This is an optimization exercise on Yosys and OpenROAD, whose aim is small area and a short achievable clock period, not a production implementation. The RTL was checked by simulation tests, not by an equivalence proof against the original design.

### config.mk
export PLATFORM = sky130hd
export DESIGN_NAME = nn_mac_engine
export DESIGN_NICKNAME = nn_mac_engine
export VERILOG_FILES = /design/flow/design.v
export SDC_FILE = /design/flow/constraint.sdc
export NUM_CORES = 4
export LEC_CHECK = 0
export CAP_MARGIN = 20
export CORE_MARGIN = 2
export CORE_UTILIZATION = 40
export PLACE_DENSITY = 0.6
export SLEW_MARGIN = 20
### constraint.sdc
create_clock -name core_clock -period 7.5 [get_ports {clk}]
set_input_delay 1.5000 -clock core_clock [delete_from_list [all_inputs] [get_ports {clk}]]
set_output_delay 1.5000 -clock core_clock [all_outputs]
set_load 0.01 [all_outputs]
### design.v
module nn_mac_engine #(
  parameter int unsigned DW      = 8,
  parameter int unsigned N_LANES = 4,
  parameter int unsigned ACC_W   = 24,
  parameter int unsigned LEN_W   = 8,
  parameter int unsigned SH_W    = 5
) (
  input  logic                    clk,
  input  logic                    rst,
  input  logic                    start,
  input  logic [LEN_W-1:0]        len,
  input  logic [SH_W-1:0]         shift,
  input  logic                    relu_en,
  input  logic [N_LANES*DW-1:0]   in_a,
  input  logic [N_LANES*DW-1:0]   in_b,
  input  logic                    in_valid,
  output logic                    in_ready,
  output logic [DW-1:0]           out_data,
  output logic                    out_valid,
  input  logic                    out_ready,
  output logic                    busy,
  output logic                    done
);
  localparam int unsigned LG_LANES = $clog2(N_LANES);
  localparam int unsigned SUM_W    = ACC_W + LG_LANES;
  localparam int unsigned PW       = 2 * DW;
  localparam logic signed [SUM_W-1:0] SAT_MAX = SUM_W'((2 ** (DW - 1)) - 1);
  localparam logic signed [SUM_W-1:0] SAT_MIN = ~SAT_MAX;
  typedef enum logic [1:0] {
    IDLE  = 2'd0,
    ACCUM = 2'd1,
    AGG   = 2'd2,
    OUT   = 2'd3
  } state_t;
  typedef struct packed {
    logic [LEN_W-1:0] vlen;
    logic [SH_W-1:0]  sh;
    logic             relu;
  } cfg_t;
  state_t state, state_nx;
  cfg_t   cfg;
  logic in_ready_nx, out_valid_nx, busy_nx;
  logic cap_cfg, acc_en, res_ld;
  logic beat;
  logic [LEN_W-1:0]        cnt;
  logic [LEN_W-1:0]        last_cnt;
  logic signed [ACC_W-1:0] acc      [N_LANES];
  logic signed [ACC_W-1:0] prod_ext [N_LANES];
  logic signed [SUM_W-1:0] sum;
  logic signed [SUM_W-1:0] res;
  logic [DW-1:0]           res_sat;
  assign beat     = in_valid & in_ready;
  assign last_cnt = cfg.vlen - LEN_W'(1);
  assign done     = out_valid & out_ready;
  for (genvar g = 0; g < N_LANES; g++) begin : g_lane
    logic signed [DW-1:0] a_s;
    logic signed [DW-1:0] b_s;
    logic signed [PW-1:0] p;
    assign a_s         = in_a[g*DW +: DW];
    assign b_s         = in_b[g*DW +: DW];
    assign p           = a_s * b_s;
    assign prod_ext[g] = ACC_W'(p);
  end
  always_ff @(posedge clk or negedge rst) begin
    if (!rst) begin
      state     <= IDLE;
      in_ready  <= 1'b0;
      out_valid <= 1'b0;
      busy      <= 1'b0;
    end else begin
      state     <= state_nx;
      in_ready  <= in_ready_nx;
      out_valid <= out_valid_nx;
      busy      <= busy_nx;
    end
  end
  always_comb begin
    state_nx = state;
    cap_cfg  = 1'b0;
    acc_en   = 1'b0;
    res_ld   = 1'b0;
    case (state)
      IDLE: begin
        if (start) begin
          cap_cfg  = 1'b1;
          state_nx = (len != '0) ? ACCUM : AGG;
        end
      end
      ACCUM: begin
        if (beat) begin
          acc_en = 1'b1;
          if (cnt == last_cnt) state_nx = AGG;
        end
      end
      AGG: begin
        res_ld   = 1'b1;
        state_nx = OUT;
      end
      OUT: begin
        if (out_valid && out_ready) state_nx = IDLE;
      end
      default: state_nx = IDLE;
    endcase
    in_ready_nx  = (state_nx == ACCUM);
    out_valid_nx = (state_nx == OUT);
    busy_nx      = (state_nx != IDLE);
  end
  always_comb begin
    sum = '0;
    for (int unsigned i = 0; i < N_LANES; i++) begin
      sum = sum + SUM_W'(acc[i]);
    end
    res = sum >>> cfg.sh;
    if (cfg.relu && res[SUM_W-1]) res = '0;
    if (res > SAT_MAX)      res_sat = DW'(SAT_MAX);
    else if (res < SAT_MIN) res_sat = DW'(SAT_MIN);
    else                    res_sat = DW'(res);
  end
  always_ff @(posedge clk or negedge rst) begin
    if (!rst) begin
      cfg      <= '0;
      cnt      <= '0;
      out_data <= '0;
      for (int unsigned i = 0; i < N_LANES; i++) acc[i] <= '0;
    end else begin
      if (cap_cfg) begin
        cfg.vlen <= len;
        cfg.sh   <= shift;
        cfg.relu <= relu_en;
        cnt      <= '0;
        for (int unsigned i = 0; i < N_LANES; i++) acc[i] <= '0;
      end else if (acc_en) begin
        cnt <= cnt + LEN_W'(1);
        for (int unsigned i = 0; i < N_LANES; i++) acc[i] <= acc[i] + prod_ext[i];
      end
      if (res_ld) out_data <= res_sat;
    end
  end
endmodule
### run.sh
#!/bin/bash
# synth_recipe.tcl (not shown) runs the flow's synth.tcl, then flattens the netlist and writes it again
# the make line also repeats each setting of config.mk as NAME=value (left out here)
make -C /OpenROAD-flow-scripts/flow DESIGN_CONFIG=/design/flow/config.mk WORK_HOME=/design/flow/orfs CLKGATE_MAP_FILE= SYNTH_SCRIPT=/design/flow/synth_recipe.tcl finish
==> out/summary.txt <==
CLOCK NETWORK
-------------------------------------------------------------------------------
TritonCTS sink count .............................................          131
CTS root buffer ..................................................    clkbuf_16
Clock latency (worst-skew pair) ..................................      0.46 ns
TritonCTS clock tree .............................................         done
Clock-pin slew on the worst setup and hold paths .................      0.06 ns
Maximum clock path buffer count ..................................            2
Clock buffers created by TritonCTS ...............................           17
Deepest level of the CTS H-tree ..................................            4

PLACE
-------------------------------------------------------------------------------
Cell count after placement .......................................         3902
Port Buf Inserts .................................................           94
Half-perimeter wire length after detailed placement ..............     56000 um
Final weighted congestion of routability-driven global placement .        0.918

LOGIC SYNTHESIS
-------------------------------------------------------------------------------
Post-synth ARST share ............................................         1.00
Sequential area share after synthesis ............................        0.125
Dominant cells by area after synthesis ........................... fa_1, dfrtp_1, ha_1
Distinct cells, synth ............................................           85
YS warnings ......................................................            3
Top cell types by occurrence after synthesis ..................... inv_1, fa_1, nand2_1
Dominant register cell in the synthesized netlist ................      dfrtp_1
Synth Area per Inst ..............................................     9.13 um2
Netlist area before placement ....................................   0.0263 mm2
Post-synth net total .............................................         3667
Post-synthesis cell count ........................................         2876
Area share of the largest cell type after synthesis ..............        0.354
Most area-hungry cell type in the Yosys netlist ..................         fa_1
Number of flops mapped to enable cells by yosys ..................            0
Library cell with the highest instance count after synthesis .....        inv_1
Flip-flop and latch count after synthesis ........................          131

STA
-------------------------------------------------------------------------------
Achievable clock frequency .......................................    0.139 GHz
Hold violation total from the final report .......................            0
Max-slew violation total from the final report ...................            0
RSZ-0062 raised after global routing .............................        false
Final TNS setup ..................................................         0 ns
Worst Clk Skew ...................................................    0.0120 ns
Number of endpoints failing setup at the final stage .............            0
Relative slew slack ..............................................        0.281
Post-layout min period ...........................................      7.17 ns
Worst slew pin tran ..............................................      1.08 ns
Share of the clock period used by the worst path after layout ....        0.956

SETUP PATH
-------------------------------------------------------------------------------
Register-to-Register Setup Slack .................................      1.31 ns
Crit path capture type ...........................................    flip-flop
Required time of the worst setup path ............................      7.85 ns
Critical Path Start Type ......................................... primary input
Arrival time reported for the critical path endpoint .............      7.52 ns
Peak fanout along the critical path ..............................            4
Critical Setup Path Class ........................................ primary input to flip-flop
Startpoint of the worst register-to-register path ................ acc[2][1]$_DFFE_PN0P_
FF-to-FF path depth ..............................................           20
FF-to-FF End ..................................................... out_data[1]$_DFFE_PN0N_

FLOORPLAN
-------------------------------------------------------------------------------
Standard-cell rows ...............................................           93
Die boundary height ..............................................       260 um
DIE WIDTH ........................................................       260 um
Ports ............................................................           95
Area of the core .................................................   0.0647 mm2
Initial Util .....................................................        0.406
Die outline area .................................................   0.0677 mm2

FINAL LAYOUT
-------------------------------------------------------------------------------
Seq. cell area ...................................................  0.00328 mm2
Area added between synthesis and finish ..........................        13.3%
Combined area of the multi-input logic cells .....................   0.0204 mm2
Layout Cells excl Fill ...........................................         3935
Fraction of layout instances using a drive strength above 1 ......       0.0741
Layout filler cell count .........................................         6277
Nets@finish ......................................................         3857

ROUTING
-------------------------------------------------------------------------------
Antenna Violating Nets Remaining .................................            0
Total wire length ................................................     65500 um
Average vias per placed instance .................................         5.04
Detailed Route Iter0 Violations ..................................         1064
DRC violation count after routing ................................            0
Iteration count of the initial detailed-routing pass .............            5
Routed wire per std cell .........................................      16.6 um
Number of vias after detailed routing ............................        19800

GLOBAL ROUTE
-------------------------------------------------------------------------------
Vias in the first global route ...................................        21400
Wire length of the first global-routing pass .....................    111000 um
Global route total overflow ......................................            0
Initial antenna violation count ..................................            0
Global-route usage over all layers ...............................        0.205
Pin count of the biggest net entering global routing .............           74

WORST HOLD PATH
-------------------------------------------------------------------------------
Hold path startpoint ............................................. acc[0][13]$_DFFE_PN0P_
Min-Delay Path Class ............................................. flip-flop to flip-flop
Worst hold endpoint .............................................. acc[0][13]$_DFFE_PN0P_
Worst hold path depth ............................................            2

OUTCOME
-------------------------------------------------------------------------------
Run status .......................................................  timing/DRC/antenna clean

RUN
-------------------------------------------------------------------------------
Number of violations of the max-capacitance limit ................            0

[cell type report]
cell class,instances,area share
multi-input combinational,2041,0.684
antenna,2,0.000168
clock buffer,19,0.0145
sequential,131,0.110
inverter,628,0.0792
clock inverter,12,0.00450
timing repair buffer,247,0.0714
tap,855,0.0359
[how the worst max path moves through the flow]
stage               startpoint                     end  slack, ns
floorplan              in_b[0]  acc[0][23]$_DFFE_PN0P_       0.17
global placement       in_b[0]  acc[0][23]$_DFFE_PN0P_      -0.17
detailed placement     in_b[0]  acc[0][23]$_DFFE_PN0P_      -0.19
CTS                    in_b[2]  acc[0][23]$_DFFE_PN0P_       0.28
global route           in_a[5]  acc[0][22]$_DFFE_PN0P_      0.005
finish                 in_b[1]  acc[0][23]$_DFFE_PN0P_       0.33
[cells by family after synthesis]
kind of cell               count (synthesis)  share of synthesized area
and+or+nand+nor                          724                      0.131
adders and majority gates                708                      0.470
muxes                                     39                     0.0166
buffers and inverters                    704                      0.101
DFF                                      131                      0.125
xor gates and xnor gates                 117                     0.0390
AOI/OAI and AO/OA                        453                      0.117
[critical path, stage by stage]
cell	delay, ns
clkdlybuf4s50_1	0.54
buf_4	0.14
and2_1	0.14
inv_1	0.13
buf_4	0.19
fa_1	0.49
inv_1	0.06
fa_1	0.50
inv_1	0.06
fa_1	0.52
inv_1	0.05
fa_1	0.43
ha_1	0.29
ha_1	0.31
nand3_1	0.10
o31ai_2	0.34
or2_2	0.18
or4b_2	0.61
a31oi_1	0.24
a21o_1	0.14
a21oi_1	0.07
xnor2_1	0.20
nor2_1	0.06
o31a_1	0.24
[registers in the layout, indices dropped and copies added (netlist names)]
register   count
out_valid      1
in_ready       1
cfg           14
out_data       8
state          2
busy           1
cnt            8
acc           96
[metal layers]
metal,track usage,part of all wire
met1,0.271,0.45
met2,0.360,0.50
met3,0.0190,0.028
met4,0.0533,0.023
met5,0,0
[placed cells by master, fill, tap and decap left out, types with 28 or more instances in the layout]
cell	synthesis	layout
buf_4	0	151
nor3_1	34	34
a21o_1	34	34
nand2_1	309	308
xor2_1	46	46
and2_1	122	122
nand3_1	28	28
nand2b_1	45	45
xnor2_1	71	71
o21ai_0	131	131
ha_1	243	243
a21oi_1	80	80
clkdlybuf4s50_1	0	89
mux2i_1	30	30
inv_1	626	626
nor2_1	103	101
dfrtp_1	131	131
fa_1	465	465
[through the flow]
step / hold WS (ns) / util / setup WS (ns) / area, um2
finish: 0.467 / 0.460 / 0.327 / 29800
global route: 0.491 / 0.460 / 0.00501 / 29800
CTS: 0.473 / 0.460 / 0.277 / 29700
detailed placement: 0.460 / 0.451 / -0.185 / 29200
global placement: 0.459 / 0.451 / -0.174 / 29200
floorplan: 0.439 / - / 0.166 / 26300
[what timing repair did]
action	CTS	global route
resized for setup	0	8
buffers inserted	0	0
setup endpoints to repair	0	4
hold buffers	0	0

==> static timing again, ports no longer ideal <==
How much do the figures lean on ideal ports? The routed layout below was timed once more, with nothing changed but the port constraints.
Step 1 (the two cells are an assumption about what drives the block):
set clk [get_ports {clk}]
set_driving_cell -lib_cell sky130_fd_sc_hd__clkbuf_16 $clk
set_driving_cell -lib_cell sky130_fd_sc_hd__buf_2 [delete_from_list [all_inputs] $clk]
Step 2 adds t to the input delays and takes it off the output delays; t is the mean of the earliest and latest rising clock arrival at the registers after step 1. Input paths then give back, and output paths get back, about the clock's delay inside the block.
Slacks: no drivers / after step 1 / after step 2; pairs: no drivers / after step 1.
shift t [ns]: 0.509
setup WS [ns]: 0.327 / 0.353 / -0.156
hold slack, ns: 0.467 / 0.467 / 0.467
worst setup path after step 2: input to register
latest minus earliest clock arrival (ns): 0.014 / 0.014
With both steps, setup timing fails in this run, where it was met with ideal ports. The setup slack of this run moves by +0.026 ns with the drivers and by -0.483 ns with both steps.
